This design comes from an exercise in tuning for small area, a short achievable clock period and few clock cycles per item on the open sky130 flow, not from production work.
At most, simulation tests tie the RTL to the original design; equivalence was not proved.

== P ==
==> flow/design.v <==
module permutation_multi_round (
  input  logic         clock,
  input  logic         reset_n,
  input  logic         i_sys_enable,
  input  logic         i_start,
  input  logic [3:0]   i_num_rounds,
  input  logic [319:0] i_state,
  output logic         o_busy,
  output logic         o_done,
  output logic         o_error,
  output logic [319:0] o_state
);
  localparam int CUT = 1;
  function automatic logic [63:0] ror64(input logic [63:0] x, input integer n);
    logic [127:0] w_dbl;
    w_dbl = {x, x} >> n;
    ror64 = w_dbl[63:0];
  endfunction
  function automatic logic [319:0] round_tail(input logic [319:0] z);
    logic [63:0] z0, z1, z2, z3, z4;
    z0 = z[319:256];
    z1 = z[255:192];
    z2 = z[191:128];
    z3 = z[127:64];
    z4 = z[63:0];
    z0 = z0 ^ ror64(z0, 19) ^ ror64(z0, 28);
    z1 = z1 ^ ror64(z1, 61) ^ ror64(z1, 39);
    z2 = z2 ^ ror64(z2, 1)  ^ ror64(z2, 6);
    z3 = z3 ^ ror64(z3, 10) ^ ror64(z3, 17);
    z4 = z4 ^ ror64(z4, 7)  ^ ror64(z4, 41);
    round_tail = {z0, z1, z2, z3, z4};
  endfunction
  function automatic logic [319:0] round_head(input logic [319:0] s, input logic [7:0] rc);
    logic [63:0] a0, a1, a2, a3, a4;
    logic [63:0] y0, y1, y2, y3, y4;
    a0 = s[319:256] ^ s[63:0];
    a1 = s[255:192];
    a2 = s[191:128] ^ s[255:192] ^ {56'd0, rc};
    a3 = s[127:64];
    a4 = s[63:0] ^ s[127:64];
    y0 = a0 ^ (~a1 & a2);
    y1 = a1 ^ (~a2 & a3);
    y2 = a2 ^ (~a3 & a4);
    y3 = a3 ^ (~a4 & a0);
    y4 = a4 ^ (~a0 & a1);
    round_head = {y0 ^ y4, y1 ^ y0, ~y2, y3 ^ y2, y4};
  endfunction
  function automatic logic [7:0] rconst(input logic [3:0] i);
    rconst = {4'hF - i, i};
  endfunction
  logic         r_run;
  logic [3:0]   r_idx;
  logic [319:0] r_state;
  logic         r_done;
  logic         r_error;
  logic [319:0] w_tail;
  logic [319:0] w_src;
  logic [3:0]   w_src_idx;
  logic [319:0] w_head;
  logic         w_legal;
  logic         w_load;
  logic         w_last;
  assign w_legal = (i_num_rounds != 4'd0) &&
                   !(i_num_rounds[3] && i_num_rounds[2] && (i_num_rounds[1] || i_num_rounds[0]));
  assign w_load  = !r_run && i_start && w_legal;
  assign w_tail    = round_tail(r_state);
  assign w_src_idx = r_run ? r_idx + 4'd1 : 4'd12 - i_num_rounds;
  assign w_last    = (w_src_idx == 4'd11);
  if (CUT == 0) begin : g_cut0
    assign w_src   = r_run ? r_state : i_state;
    assign w_head  = round_tail(round_head(w_src, rconst(w_src_idx)));
    assign o_state = r_state;
  end else begin : g_cut1
    assign w_src   = r_run ? w_tail : i_state;
    assign w_head  = round_head(w_src, rconst(w_src_idx));
    assign o_state = w_tail;
  end
  always_ff @(posedge clock or negedge reset_n) begin
    if (!reset_n) begin
      r_run   <= 1'b0;
      r_idx   <= 4'd0;
      r_state <= 320'd0;
      r_done  <= 1'b0;
      r_error <= 1'b0;
    end else if (!i_sys_enable) begin
      r_run   <= 1'b0;
      r_idx   <= 4'd0;
      r_state <= 320'd0;
      r_done  <= 1'b0;
      r_error <= 1'b0;
    end else begin
      if (r_run || w_load) begin
        r_state <= w_head;
        r_idx   <= w_src_idx;
        r_run   <= !w_last;
        r_done  <= w_last;
      end else begin
        r_done  <= 1'b0;
      end
      r_error <= !r_run && i_start && !w_legal;
    end
  end
  assign o_busy  = r_run;
  assign o_done  = r_done;
  assign o_error = r_error;
endmodule
export LEC_CHECK = 0
export CAP_MARGIN = 20
export CORE_MARGIN = 2
export CORE_UTILIZATION = 40
export SETUP_SLACK_MARGIN = 2.0
export SLEW_MARGIN = 20
create_clock -name core_clock -period 5.0 [get_ports {clock}]
standard.sh (not shown) runs the stock make flow with config.mk's settings and CLKGATE_MAP_FILE= SYNTH_SCRIPT=/design/flow/synth_recipe.tcl, a recipe that flattens the netlist after the stock synthesis.
==> flow/flow/run.sh <==
#!/bin/bash
# Standard layout, with the port buffers made from plain buffers.
bash standard.sh BUFFER_PORTS_ARGS="-buffer_cell sky130_fd_sc_hd__buf_1" finish > standard.log 2>&1
Testbench counts of P, summed over its fixed seeds: cycles 22,998, items 2,400.
## Diff of input files: R against P
--- a/flow/design.v
+++ b/flow/design.v
@@ -7,13 +7,12 @@
   input  logic [319:0] i_state,
   output logic         o_busy,
   output logic         o_done,
   output logic         o_error,
   output logic [319:0] o_state
 );
-  localparam int CUT = 1;
   function automatic logic [63:0] ror64(input logic [63:0] x, input integer n);
     logic [127:0] w_dbl;
     w_dbl = {x, x} >> n;
     ror64 = w_dbl[63:0];
   endfunction
   function automatic logic [319:0] round_tail(input logic [319:0] z);
@@ -46,38 +45,42 @@
     round_head = {y0 ^ y4, y1 ^ y0, ~y2, y3 ^ y2, y4};
   endfunction
   function automatic logic [7:0] rconst(input logic [3:0] i);
     rconst = {4'hF - i, i};
   endfunction
   logic         r_run;
-  logic [3:0]   r_idx;
+  logic [3:0]   r_idx;      
   logic [319:0] r_state;
   logic         r_done;
   logic         r_error;
   logic [319:0] w_tail;
   logic [319:0] w_src;
-  logic [3:0]   w_src_idx;
+  logic [7:0]   w_rc;
   logic [319:0] w_head;
   logic         w_legal;
   logic         w_load;
   logic         w_last;
+  logic [3:0]   w_idx_nxt;
   assign w_legal = (i_num_rounds != 4'd0) &&
                    !(i_num_rounds[3] && i_num_rounds[2] && (i_num_rounds[1] || i_num_rounds[0]));
   assign w_load  = !r_run && i_start && w_legal;
-  assign w_tail    = round_tail(r_state);
-  assign w_src_idx = r_run ? r_idx + 4'd1 : 4'd12 - i_num_rounds;
-  assign w_last    = (w_src_idx == 4'd11);
-  if (CUT == 0) begin : g_cut0
-    assign w_src   = r_run ? r_state : i_state;
-    assign w_head  = round_tail(round_head(w_src, rconst(w_src_idx)));
-    assign o_state = r_state;
-  end else begin : g_cut1
-    assign w_src   = r_run ? w_tail : i_state;
-    assign w_head  = round_head(w_src, rconst(w_src_idx));
-    assign o_state = w_tail;
+  assign w_tail = round_tail(r_state);
+  always_comb begin
+    if (r_run) begin
+      w_rc      = rconst(r_idx);
+      w_last    = (r_idx == 4'd11);
+      w_idx_nxt = r_idx + 4'd1;
+    end else begin
+      w_rc      = {4'd3 + i_num_rounds, 4'd12 - i_num_rounds};
+      w_last    = (i_num_rounds == 4'd1);
+      w_idx_nxt = 4'd13 - i_num_rounds;
+    end
   end
+  assign w_src   = r_run ? w_tail : i_state;
+  assign w_head  = round_head(w_src, w_rc);
+  assign o_state = w_tail;
   always_ff @(posedge clock or negedge reset_n) begin
     if (!reset_n) begin
       r_run   <= 1'b0;
       r_idx   <= 4'd0;
       r_state <= 320'd0;
       r_done  <= 1'b0;
@@ -88,13 +91,13 @@
       r_state <= 320'd0;
       r_done  <= 1'b0;
       r_error <= 1'b0;
     end else begin
       if (r_run || w_load) begin
         r_state <= w_head;
-        r_idx   <= w_src_idx;
+        r_idx   <= w_idx_nxt;
         r_run   <= !w_last;
         r_done  <= w_last;
       end else begin
         r_done  <= 1'b0;
       end
       r_error <= !r_run && i_start && !w_legal;
[summary]
No run among R and P stopped early or left any final violation; all are clean. Changes observed in R relative to P: final cycle utilization of the critical path rose 1.5 points; relative slew slack decreased 12 points. End point of the critical path = o_state[244]: R; end point of the critical path = o_state[36]: P. STATUS minimum setup slack after placement: R wins against P. Against P, post-placement cell area in R fell by a few percent. Leading cell type in the layout, fill and taps excluded: buf_1 -> P, xnor2_1 -> R. Of the two values seen for launch point of the worst path, r_state[36]$_DFFE_PN0P_ was produced by P and r_state[241]$_DFFE_PN0P_ by R. For R, the uppermost layer routed was met4, unlike P, where it was met5. Lower met2 track demand over resource in global routing was reported by P, not R.
Only the layout flow was run in R; the RTL was not checked for function there.

-- what the ideal ports hide --
In the flow no input, the clock included, has a driving cell. The finished layouts below were timed again as built, in two steps. Step 1 assumes that a clkbuf_16 drives the clock port and a buf_2 every other input. Step 2 also shifts input and output timing later by t, the mid clock arrival at the registers, as if the neighbouring blocks saw the same clock. Three values: ideal ports, drivers, drivers and shift; two values: the first two.
| run | t, ns | slack for setup (ns) | hold WS [ns] |
|---|---|---|---|
| P | 0.658 | 1.952 / 1.878 / 1.530 | 0.533 / 0.533 / 0.533 |
| R | 0.647 | 1.875 / 1.803 / 1.553 | 0.489 / 0.451 / 0.585 |
After both steps every run listed still meets setup and hold. For P, which loses most, drivers alone change the setup slack by -0.074 ns; drivers and shift together by -0.422 ns.
